What follows belongs to an exercise in optimizing a design on an open flow for small area, a short achievable clock period and few clock cycles per item; a production flow would make more cautious choices. Only simulation tests tie the RTL to the original design; equivalence was not proved.

== v44 ==
## quad_disc_root
module quad_disc_root #(
   parameter int W_IN   = quad_pkg::W_IN_DEF,
   parameter int W_DISC = 2*W_IN + 2,
   parameter int W_ROOT = W_IN + 1
) (
   input  logic                     CLK,
   input  logic                     RST,
   input  logic                     START,
   input  logic signed [W_IN-1:0]   A,
   input  logic signed [W_IN-1:0]   B,
   input  logic signed [W_IN-1:0]   C,
   output logic                     BUSY,
   output logic                     DONE,
   output logic signed [W_DISC-1:0] DISC,
   output logic        [W_ROOT-1:0] SQRT,
   output logic                     EXACT,
   output logic        [1:0]        ST
);
For scale: about 640 flip-flops, ~110 I/O pins.
clock: 13.5 ns
lec_check: 0
cap_margin: 20
core_margin: 2
core_utilization: 60
cts_cluster_diameter: 100
cts_cluster_size: 20
slew_margin: 20
standard.sh (not shown) runs the stock make flow with config.mk's settings and CLKGATE_MAP_FILE= SYNTH_SCRIPT=/design/flow/synth_recipe.tcl, a recipe that flattens the netlist after the stock synthesis.
==> flow/flow/run.sh <==
#!/bin/bash
# Layout: the standard flow (standard.sh: ORFS synthesis through finish)
# with two changes: the buffers that ORFS puts on every input and output port
# are sky130_fd_sc_hd__buf_2 instead of the delay cell buffer_ports picks by
# default, and the timing repair after clock-tree synthesis and global routing
# aims for a setup slack margin, so it sizes the critical paths.
set -o pipefail
export BUFFER_PORTS_ARGS="-buffer_cell sky130_fd_sc_hd__buf_2"
export SETUP_SLACK_MARGIN=9.8
bash standard.sh > standard.log 2>&1
v44: flow completed, timing, DRC and antenna clean
Testbench counts of v44, summed over its fixed seeds: cycles 2,488, items 2,400.
## Diff of input files: v26 against v44
Settings: CTS_CLUSTER_SIZE changed from 20 to 25.
--- a/flow/flow/run.sh
+++ b/flow/flow/run.sh
@@ -8,3 +8,3 @@
 export BUFFER_PORTS_ARGS="-buffer_cell sky130_fd_sc_hd__buf_2"
-export SETUP_SLACK_MARGIN=9.8
+export SETUP_SLACK_MARGIN=9.9
 bash standard.sh > standard.log 2>&1
## What came out
Of v44 and v26, the run reporting the lower per-cell routed wire length was v26. Slowest cell on the critical path: sky130_fd_sc_hd__dfxtp_2 -> v44, sky130_fd_sc_hd__dfxtp_4 -> v26. Against v44, v26 reports a core utilization that is lower. Of v44 and v26, the run reporting the lower number of clock buffer instances in the layout was v26.
--- input diff v26..v13 ---
Settings: swapping 100 for 50 in CTS_CLUSTER_DIAMETER; swapping 25 for 45 in CTS_CLUSTER_SIZE.
--- a/flow/flow/run.sh
+++ b/flow/flow/run.sh
@@ -8,3 +8,3 @@
 export BUFFER_PORTS_ARGS="-buffer_cell sky130_fd_sc_hd__buf_2"
-export SETUP_SLACK_MARGIN=9.9
+export SETUP_SLACK_MARGIN=9.8
 bash standard.sh > standard.log 2>&1
[summary]
- The flow did not stop early for v13: all stages ran, and the layout cleared the timing, DRC and antenna checks.
- v13 ended up with more standard cells than v26.
- Going from v26 to v13, the clock skew was found to have gone up by 0.011 ns.
- Note that the count of non-CTS buffers in the layout recorded for v26 amounts to 0.939 times the value seen in v13.
- Between v26 and v13, the register-to-register slack is lower for v13.
- v13 leaves less setup margin than v26.
- Re pin count of the biggest net entering global routing: no difference whatsoever between v26 and v13.
- When the final numbers for v26 and v13 were put side by side, the relative area change from synthesis to final layout turned out to be smaller in v26.
## Diff of input files: v38 against v13
Settings: CTS_CLUSTER_DIAMETER now 100, was 50; CTS_CLUSTER_SIZE now 25, was 45.
### Flow results
- The final layout from v38, which completed every stage, passed the timing, DRC and antenna checks at the end of the flow.
- Delta (v38 minus v13): largest incremental delay on the critical path closely matched the old numbers; arrival time of data at the critical path endpoint decreased by 0.06 ns relative to the old numbers.

* * *

quad_disc_root, a different RTL version from the one above (not shown whole).
For scale: roughly 3900 cells after synthesis, roughly 650 flip-flops, about 110 I/O pins, ~0.034 mm^2 of cells after synthesis.
==> flow/config.mk <==
export PLATFORM = sky130hd
export DESIGN_NAME = quad_disc_root
export DESIGN_NICKNAME = quad_disc_root
export VERILOG_FILES = /design/flow/design.v
export SDC_FILE = /design/flow/constraint.sdc
export NUM_CORES = 4
export LEC_CHECK = 0
export ABC_AREA = 1
export CAP_MARGIN = 20
export CORE_MARGIN = 2
export CORE_UTILIZATION = 60
export CTS_CLUSTER_DIAMETER = 100
export CTS_CLUSTER_SIZE = 25
export SLEW_MARGIN = 20
==> flow/constraint.sdc <==
create_clock -name core_clock -period 13.5 [get_ports {CLK}]
set_input_delay 2.7000 -clock core_clock [delete_from_list [all_inputs] [get_ports {CLK}]]
set_output_delay 2.7000 -clock core_clock [all_outputs]
set_load 0.01 [all_outputs]
run.sh (not shown) runs the stock make flow with config.mk's settings and CLKGATE_MAP_FILE= SYNTH_SCRIPT=/design/flow/synth_recipe.tcl, a recipe that flattens the netlist after the stock synthesis.
Stock flow here: none of the scripts above is used.
The baseline finished with timing, DRC and antenna clean.
Testbench counts at the start, summed over its fixed seeds: cycles 2,488, items 2,400.
Edit:
==> flow/flow/run.sh (new file) <==
#!/bin/bash
# Layout: the standard flow (standard.sh: ORFS synthesis through finish)
# with two changes: the buffers that ORFS puts on every input and output port
# are sky130_fd_sc_hd__buf_2 instead of the delay cell buffer_ports picks by
# default, and the timing repair after clock-tree synthesis and global routing
# aims for a setup slack margin, so it sizes the critical paths.
set -o pipefail
export BUFFER_PORTS_ARGS="-buffer_cell sky130_fd_sc_hd__buf_2"
export SETUP_SLACK_MARGIN=9.8
bash standard.sh > standard.log 2>&1
==> flow/standard.sh (new file) <==
#!/bin/bash
# synth_recipe.tcl (not shown) runs the flow's synth.tcl, then flattens the netlist and writes it again
# the make line also repeats each setting of config.mk as NAME=value (left out here)
make -C /OpenROAD-flow-scripts/flow DESIGN_CONFIG=/design/flow/config.mk WORK_HOME=/design/flow/orfs CLKGATE_MAP_FILE= SYNTH_SCRIPT=/design/flow/synth_recipe.tcl "${@:-finish}"
- CTS_CLUSTER_DIAMETER: 100 -> 120
- CTS_CLUSTER_SIZE: 25 -> 30
removed: flow/run.sh
Outcome: The new run completed with no timing, DRC or antenna violations. Clock skew goes up by 0.011 ns. Setup slack improves by 0.70 ns. Wire length increases by about 3.4%. Cell area grows by about 2.7%. Cell count rose by 2.0%. Fmax climbs by 18%.
Edit:
- CTS_CLUSTER_DIAMETER: 120 -> 100
- CTS_CLUSTER_SIZE: 30 -> 25
Outcome: The changed run went through all stages and came out clean. Fmax rose by 1.6%. Final area hardly moves. Die area is unchanged. Critical path depth does not change. Synthesized area is unchanged. Wire length hardly moves.

[afterwards: timing with drivers on the ports]
Ports are ideal in the flow. The routed layouts listed here were re-timed in OpenROAD.
Step 1, drivers: a clkbuf_16 drives CLK and a buf_2 each remaining input, both assumed.
Step 2 times the ports against the registers' clock, not the clock port: input delays grow and output delays shrink by t, the midpoint of the rising clock arrivals with the driver on.
Three values: ideal, step 1, step 2; two values: the first two.
| run | shift t [ns] | setup WS [ns] | worst hold slack (ns) | worst register clock-pin slew, ns |
|---|---|---|---|---|
| v44 | 0.639 | 9.741 / 9.681 / 9.771 | 0.321 / 0.321 / 0.321 | 0.09 / 0.09 |
| v26 | 0.673 | 9.698 / 9.640 / 9.771 | 0.324 / 0.324 / 0.324 | 0.10 / 0.10 |
| v13 | 0.695 | 9.686 / 9.625 / 9.791 | 0.321 / 0.321 / 0.321 | 0.10 / 0.10 |
| v38 | 0.636 | 9.750 / 9.690 / 9.800 | 0.319 / 0.319 / 0.319 | 0.10 / 0.10 |
| the first run of note 2 | 0.631 | 8.982 / 9.017 / 8.386 | 0.315 / 0.315 / 0.315 | 0.10 / 0.10 |
| the second run of note 2 | 0.671 | 9.679 / 9.619 / 9.283 | 0.313 / 0.313 / 0.313 | 0.12 / 0.12 |
| the third run of note 2 | 0.633 | 9.741 / 9.678 / 9.300 | 0.324 / 0.324 / 0.324 | 0.09 / 0.09 |
After both steps every run listed still meets setup and hold. For the first run of note 2, which loses most, drivers alone change the setup slack by +0.035 ns; drivers and shift together by -0.596 ns.
